What follows belongs to an exercise in optimizing a design on an open flow for small area, a short achievable clock period and few clock cycles per item; a production flow would make more cautious choices. The RTL was checked by simulation tests, not by an equivalence proof against the original design. Power figures rest on the tool's default switching activity, not on a simulated workload.

==> inputs of v6 <==
==> flow/design.v <==
package core_pkg;
    localparam int XLEN    = 32;
    localparam int SHAMT_W = $clog2(XLEN);
    typedef logic [XLEN-1:0] word_t;
    typedef logic [4:0]      reg_addr_t;
    localparam logic [1:0] BRANCH_PRFX = 2'b10;
    localparam logic [1:0] J_PRFX      = 2'b11;
    typedef enum logic [4:0] {
        ALU_ADD   = 5'b00000,
        ALU_SUB   = 5'b00001,
        ALU_SLL   = 5'b00010,
        ALU_SLT   = 5'b00011,
        ALU_SLTU  = 5'b00100,
        ALU_XOR   = 5'b00101,
        ALU_SRL   = 5'b00110,
        ALU_SRA   = 5'b00111,
        ALU_OR    = 5'b01000,
        ALU_AND   = 5'b01001,
        ALU_LUI   = 5'b01010,
        ALU_AUIPC = 5'b01011,
        ALU_BEQ   = 5'b10000,   
        ALU_BNE   = 5'b10001,
        ALU_BLT   = 5'b10100,
        ALU_BGE   = 5'b10101,
        ALU_BLTU  = 5'b10110,
        ALU_BGEU  = 5'b10111,
        ALU_JAL   = 5'b11000,
        ALU_JALR  = 5'b11001
    } alu_op_e;
    localparam logic [6:0] OPC_OP     = 7'b0110011;
    localparam logic [6:0] OPC_OP_IMM = 7'b0010011;
    localparam logic [6:0] OPC_LUI    = 7'b0110111;
    localparam logic [6:0] OPC_AUIPC  = 7'b0010111;
    localparam logic [6:0] OPC_JAL    = 7'b1101111;
    localparam logic [6:0] OPC_JALR   = 7'b1100111;
    localparam logic [6:0] OPC_BRANCH = 7'b1100011;
    localparam logic [2:0] F3_ADD_SUB = 3'b000;
    localparam logic [2:0] F3_SLL     = 3'b001;
    localparam logic [2:0] F3_SLT     = 3'b010;
    localparam logic [2:0] F3_SLTU    = 3'b011;
    localparam logic [2:0] F3_XOR     = 3'b100;
    localparam logic [2:0] F3_SRL_SRA = 3'b101;
    localparam logic [2:0] F3_OR      = 3'b110;
    localparam logic [2:0] F3_AND     = 3'b111;
    localparam logic [2:0] F3_JALR    = 3'b000;
    localparam logic [2:0] F3_BEQ  = 3'b000;
    localparam logic [2:0] F3_BNE  = 3'b001;
    localparam logic [2:0] F3_BLT  = 3'b100;
    localparam logic [2:0] F3_BGE  = 3'b101;
    localparam logic [2:0] F3_BLTU = 3'b110;
    localparam logic [2:0] F3_BGEU = 3'b111;
    localparam logic [6:0] F7_BASE = 7'b0000000;
    localparam logic [6:0] F7_ALT  = 7'b0100000;   
    typedef struct packed {
        logic [6:0] funct7;
        reg_addr_t  rs2;
        reg_addr_t  rs1;
        logic [2:0] funct3;
        reg_addr_t  rd;
        logic [6:0] opcode;
    } r_fmt_t;
    typedef struct packed {
        logic [11:0] imm_11_0;
        reg_addr_t   rs1;
        logic [2:0]  funct3;
        reg_addr_t   rd;
        logic [6:0]  opcode;
    } i_fmt_t;
    typedef struct packed {
        logic       imm_12;
        logic [5:0] imm_10_5;
        reg_addr_t  rs2;
        reg_addr_t  rs1;
        logic [2:0] funct3;
        logic [3:0] imm_4_1;
        logic       imm_11;
        logic [6:0] opcode;
    } b_fmt_t;
    typedef struct packed {
        logic [19:0] imm_31_12;
        reg_addr_t   rd;
        logic [6:0]  opcode;
    } u_fmt_t;
    typedef struct packed {
        logic       imm_20;
        logic [9:0] imm_10_1;
        logic       imm_11;
        logic [7:0] imm_19_12;
        reg_addr_t  rd;
        logic [6:0] opcode;
    } j_fmt_t;
    typedef union packed {
        r_fmt_t r;
        i_fmt_t i;
        b_fmt_t b;
        u_fmt_t u;
        j_fmt_t j;
    } instr_u;
endpackage
`timescale 1ns/1ps
module px_add #(
    parameter int W    = 32,
    parameter int KIND = 0
) (
    input  logic [W-1:0] a,
    input  logic [W-1:0] b,
    input  logic         cin,
    output logic [W-1:0] s,
    output logic         cout,
    output logic [W-1:0] p,
    output logic [W-1:0] g
);
    localparam int L = $clog2(W);
    logic [W-1:0] gg [0:L];
    logic [W-1:0] pg [0:L];
    logic [W-1:0] gk;
    logic [W-1:0] pk;
    assign p = a ^ b;
    assign g = a & b;
    always_comb begin
        gg[0]    = g;
        pg[0]    = p;
        gg[0][0] = g[0] | (p[0] & cin);
        for (int l = 0; l < L; l++) begin
            for (int i = 0; i < W; i++) begin
                gg[l+1][i] = gg[l][i];
                pg[l+1][i] = pg[l][i];
                if (KIND == 0 && i >= (1 << l)) begin
                    gg[l+1][i] = gg[l][i] | (pg[l][i] & gg[l][i - (1 << l)]);
                    pg[l+1][i] = pg[l][i] & pg[l][i - (1 << l)];
                end
                if (KIND == 1 && (i & (1 << l)) != 0) begin
                    gg[l+1][i] = gg[l][i] | (pg[l][i] & gg[l][((i >> l) << l) - 1]);
                    pg[l+1][i] = pg[l][i] & pg[l][((i >> l) << l) - 1];
                end
            end
        end
        gk = gg[0];
        pk = pg[0];
        for (int l = 0; l < L; l++)
            for (int i = 0; i < W; i++)
                if (((i + 1) % (2 << l)) == 0) begin
                    gk[i] = gk[i] | (pk[i] & gk[i - (1 << l)]);
                    pk[i] = pk[i] & pk[i - (1 << l)];
                end
        for (int l = L - 2; l >= 0; l--)
            for (int i = 0; i < W; i++)
                if (((i + 1) % (2 << l)) == (1 << l) && i >= (2 << l)) begin
                    gk[i] = gk[i] | (pk[i] & gk[i - (1 << l)]);
                    pk[i] = pk[i] & pk[i - (1 << l)];
                end
    end
    logic [W-1:0] c;
    assign c    = (KIND == 2) ? gk : gg[L];
    assign s    = p ^ {c[W-2:0], cin};
    assign cout = c[W-1];
endmodule
module ex_top (
    input  logic         clk_i,
    input  logic         rst_n_i,
    input  logic         in_valid_i,
    output logic         in_ready_o,
    input  logic [31:0]  in_instr_i,
    input  logic [31:0]  in_pc_i,
    input  logic [31:0]  in_rs1_data_i,
    input  logic [31:0]  in_rs2_data_i,
    output logic         out_valid_o,
    input  logic         out_ready_i,
    output logic [4:0]   out_rd_addr_o,
    output logic         out_rd_we_o,
    output logic [31:0]  out_rd_data_o,
    output logic         out_flush_o,
    output logic [31:0]  out_target_o,
    output logic         out_illegal_o
);
    logic [31:0] x, pc, a, b;
    assign x  = in_instr_i;
    assign pc = in_pc_i;
    assign a  = in_rs1_data_i;
    assign b  = in_rs2_data_i;
    logic [6:0] opc;
    logic [2:0] f3;
    logic [6:0] f7;
    assign opc = x[6:0];
    assign f3  = x[14:12];
    assign f7  = x[31:25];
    logic is_op, is_opimm, is_lui, is_auipc, is_jal, is_jalr, is_br;
    assign is_op    = (opc == 7'b0110011);
    assign is_opimm = (opc == 7'b0010011);
    assign is_lui   = (opc == 7'b0110111);
    assign is_auipc = (opc == 7'b0010111);
    assign is_jal   = (opc == 7'b1101111);
    assign is_jalr  = (opc == 7'b1100111);
    assign is_br    = (opc == 7'b1100011);
    logic f7_zero, f7_alt;
    assign f7_zero = (f7 == 7'b0000000);
    assign f7_alt  = (f7 == 7'b0100000);
    logic illegal;
    always_comb begin
        illegal = 1'b1;
        if (is_op)
            illegal = (f3 == 3'b000 || f3 == 3'b101) ? !(f7_zero || f7_alt) : !f7_zero;
        else if (is_opimm)
            illegal = (f3 == 3'b001) ? !f7_zero : (f3 == 3'b101) ? !(f7_zero || f7_alt) : 1'b0;
        else if (is_lui || is_auipc || is_jal)
            illegal = 1'b0;
        else if (is_jalr)
            illegal = (f3 != 3'b000);
        else if (is_br)
            illegal = (f3[2:1] == 2'b01);
    end
    logic        use_rs2;
    logic        sub;
    logic [31:0] imm_i;
    logic [31:0] op2;
    assign use_rs2 = x[5] & ~x[2];
    assign imm_i   = {{20{x[31]}}, x[31:20]};
    assign op2     = use_rs2 ? b : imm_i;
    assign sub = x[6] ? ~x[2] : ((~f3[2] & f3[1]) | (x[5] & x[30]));
    logic [31:0] op2x;
    logic [31:0] sum;
    logic        cout;
    logic [31:0] pr;
    logic [31:0] gr;
    assign op2x = use_rs2 ? (b ^ {32{sub}}) : (imm_i ^ {32{sub}});
    px_add #(.W(32), .KIND(0)) i_add (
        .a(a), .b(op2x), .cin(sub), .s(sum), .cout(cout), .p(pr), .g(gr)
    );
    logic ltu, lts, eq, lt;
    assign ltu = ~cout;
    assign lts = (a[31] ^ op2[31]) ? a[31] : ltu;
    assign eq  = &pr;
    assign lt  = (x[6] ? f3[1] : f3[0]) ? ltu : lts;
    logic [4:0]  shamt;
    logic        sleft;
    logic        sarith;
    logic [31:0] sh_in;
    logic [31:0] sh_r;
    assign shamt  = op2[4:0];
    assign sleft  = ~f3[2];
    assign sarith = x[30] & a[31];
    always_comb begin
        for (int i = 0; i < 32; i++) sh_in[i] = sleft ? a[31-i] : a[i];
    end
    assign sh_r = 32'($signed({sarith & ~sleft, sh_in}) >>> shamt);
    logic [31:0] imm_pc;
    always_comb begin
        if (x[3])       imm_pc = {{12{x[31]}}, x[19:12], x[20], x[30:21], 1'b0};
        else if (!x[2]) imm_pc = {{20{x[31]}}, x[7], x[30:25], x[11:8], 1'b0};
        else            imm_pc = {x[31:12], 12'b0};
    end
    logic [31:0] pc_sum;
    logic [31:0] pc4;
    logic        pc_cout_unused;
    logic [31:0] pc_p_unused;
    logic [31:0] pc_g_unused;
    px_add #(.W(32), .KIND(2)) i_pcadd (
        .a(pc), .b(imm_pc), .cin(1'b0), .s(pc_sum), .cout(pc_cout_unused),
        .p(pc_p_unused), .g(pc_g_unused)
    );
    assign pc4 = {pc[31:2] + 30'd1, pc[1:0]};
    logic [31:0] t_d;
    assign t_d = (x[6] ? (x[2] & ~x[3]) : ~x[2]) ? {sum[31:1], sum[0] & ~x[6]} : pc_sum;
    logic [31:0] d_d;
    always_comb begin
        if (x[2]) begin
            d_d = x[4] ? {x[31:12], 12'b0} : pc4;
        end else begin
            case (f3)
                3'b010, 3'b011: d_d = {31'b0, lt};
                3'b100:         d_d = pr;
                3'b001, 3'b101: d_d = sh_r;
                3'b110:         d_d = pr | gr;
                default:        d_d = gr;
            endcase
        end
    end
    logic use_t_d;
    logic rev_d;
    assign use_t_d = x[2] ? (x[4] & ~x[5]) : (f3 == 3'b000);
    assign rev_d   = ~x[2] & (f3 == 3'b001);
    logic cmp_d;
    assign cmp_d = f3[2] ? lt : eq;
    logic wb_we;
    assign wb_we = !illegal && !is_br && (x[11:7] != 5'd0);
    logic accept;
    assign in_ready_o = !out_valid_o || out_ready_i;
    assign accept     = in_valid_i && in_ready_o;
    always_ff @(posedge clk_i or negedge rst_n_i) begin
        if (!rst_n_i) out_valid_o <= 1'b0;
        else if (in_ready_o) out_valid_o <= in_valid_i;
    end
    logic [31:0] t_q, d_q;
    logic        use_t_q, rev_q, cmp_q, inv_q, br_q, jmp_q;
    logic [31:0] d_rev;
    always_ff @(posedge clk_i) begin
        if (accept) begin
            out_rd_addr_o <= x[11:7];
            out_rd_we_o   <= wb_we;
            out_illegal_o <= illegal;
            t_q           <= t_d;
            d_q           <= d_d;
            use_t_q       <= use_t_d;
            rev_q         <= rev_d;
            cmp_q         <= cmp_d;
            inv_q         <= f3[0];
            br_q          <= is_br && !illegal;
            jmp_q         <= is_jal || (is_jalr && !illegal);
        end
    end
    assign out_target_o  = t_q;
    always_comb begin
        for (int i = 0; i < 32; i++) d_rev[i] = d_q[31-i];
    end
    assign out_rd_data_o = use_t_q ? t_q : (rev_q ? d_rev : d_q);
    assign out_flush_o   = jmp_q || (br_q && (cmp_q ^ inv_q));
endmodule
==> flow/flow/run.sh <==
#!/bin/bash
set -euo pipefail
W=$(pwd)
F=$W/flow
RES=$W/orfs/results/$FLOW_PLATFORM/ex_top/base
source "$F/settings.sh"

# Synthesis: reference script, with the ABC script swapped through a variable trace.
cat > "$W/synth_swap_abc.tcl" <<TCL
proc my_abc_script_trace {name1 name2 op} {
  global abc_script
  if {\$abc_script ne "$F/abc_map.script"} { set abc_script "$F/abc_map.script" }
}
trace add variable ::abc_script write my_abc_script_trace
source $W/synth_recipe.tcl
TCL
make -C "$FLOW_HOME" DESIGN_CONFIG="$W/config.mk" WORK_HOME="$W/orfs" CLKGATE_MAP_FILE= \
  SYNTH_SCRIPT="$W/synth_swap_abc.tcl" $SYNTH_EXTRA "$RES/1_2_yosys.v" > "$W/flow_synth.log" 2>&1

# The rest of the standard flow, on that netlist.
bash "$W/standard.sh" finish "BUFFER_PORTS_ARGS=-buffer_cell sky130_fd_sc_hd__buf_1" \
  > "$W/flow_layout.log" 2>&1
==> flow/flow/abc_map.script <==
strash
dch
map -D 2000
topo
stime -c
==> flow/flow/settings.sh <==
# Extra make variables for the synthesis step (ADDER_MAP_FILE= skips ORFS's full/half-adder
# extraction before ABC).
SYNTH_EXTRA="ADDER_MAP_FILE="
==> flow/standard.sh <==
#!/bin/bash
# synth_recipe.tcl (not shown) runs the flow's synth.tcl, then flattens the netlist and writes it again
# the make line also repeats each setting of config.mk as NAME=value (left out here)
make -C /OpenROAD-flow-scripts/flow DESIGN_CONFIG=/design/flow/config.mk WORK_HOME=/design/flow/orfs CLKGATE_MAP_FILE= SYNTH_SCRIPT=/design/flow/synth_recipe.tcl "${@:-finish}"
==> flow/config.mk <==
export PLATFORM = sky130hd
export DESIGN_NAME = ex_top
export DESIGN_NICKNAME = ex_top
export VERILOG_FILES = /design/flow/design.v
export SDC_FILE = /design/flow/constraint.sdc
export NUM_CORES = 4
export LEC_CHECK = 0
export ABC_CLOCK_PERIOD_IN_PS = 5000
export CAP_MARGIN = 20
export CORE_MARGIN = 2
export CORE_UTILIZATION = 40
export SETUP_SLACK_MARGIN = 2.5
export SLEW_MARGIN = 20
==> flow/constraint.sdc <==
create_clock -name core_clock -period 7.0 [get_ports {clk_i}]
set_input_delay 1.4000 -clock core_clock [delete_from_list [all_inputs] [get_ports {clk_i}]]
set_output_delay 1.4000 -clock core_clock [all_outputs]
set_load 0.01 [all_outputs]
==> v17 (differences from v6) <==
--- a/flow/design.v
+++ b/flow/design.v
@@ -223,7 +223,7 @@
     logic [31:0] pr;
     logic [31:0] gr;
     assign op2x = use_rs2 ? (b ^ {32{sub}}) : (imm_i ^ {32{sub}});
-    px_add #(.W(32), .KIND(0)) i_add (
+    px_add #(.W(32), .KIND(1)) i_add (
         .a(a), .b(op2x), .cin(sub), .s(sum), .cout(cout), .p(pr), .g(gr)
     );
     logic ltu, lts, eq, lt;
Settings changed: CTS_BUF_LIST set to sky130_fd_sc_hd__clkbuf_8, CTS_CLUSTER_SIZE set to 40.
==> run notes <==
item	v6	v17
Highest metal used	met5	met4
Worst path depth	17	21
Layout Nets	2,157	2,095
Number of nets produced by synthesis	1,880	1,823
Effective utilization at floorplan	40.65%	40.51%
Result of the run	complete, no violations	complete, no violations
Post-CTS sizing	58	49
Cell variety after synth	38	40
Later-pin clock latency in the skew report	0.35 ns	0.39 ns
Hold Slack	0.5991 ns	0.6081 ns
Number of cells in the design after placement	2,325	2,257
Period utilization	64.08%	62.55%
Multi-input combinational area share	61.39%	59.23%
Final Instance Area	13,280 sq um	12,680 sq um
Net switching power of the design	1.190 mW	1.069 mW
Relative contribution of combinational cells to total power	54.6%	55.1%
Testbench counts of v6, summed over its fixed seeds: cycles 16,008, items 16,000.
Testbench counts of v17, summed over its fixed seeds: cycles 16,008, items 16,000.

==> port drivers added, routing unchanged <==
No port has a modelled driver above. Below, the same layouts with a new extraction and two added sets of constraints. Step 1 assumes that a clkbuf_16 drives the clock port and a buf_2 every other input. Step 2 times the ports against the registers' clock, not the clock port: input delays grow and output delays shrink by t, the midpoint of the rising clock arrivals with the driver on. Slacks: ideal / step 1 / step 2; pairs: ideal / step 1.
run | shift t [ns] | slack for setup (ns) | hold WS [ns] | latest minus earliest clock arrival (ns)
v6 | 0.401 | 2.514 / 2.530 / 2.128 | 0.599 / 0.599 / 0.599 | 0.017 / 0.017
v17 | 0.423 | 2.621 / 2.635 / 2.212 | 0.608 / 0.608 / 0.608 | 0.020 / 0.020
After both steps every run listed still meets setup and hold. The setup slack of v17, which loses most, moves by +0.014 ns with the drivers and by -0.409 ns with both steps.
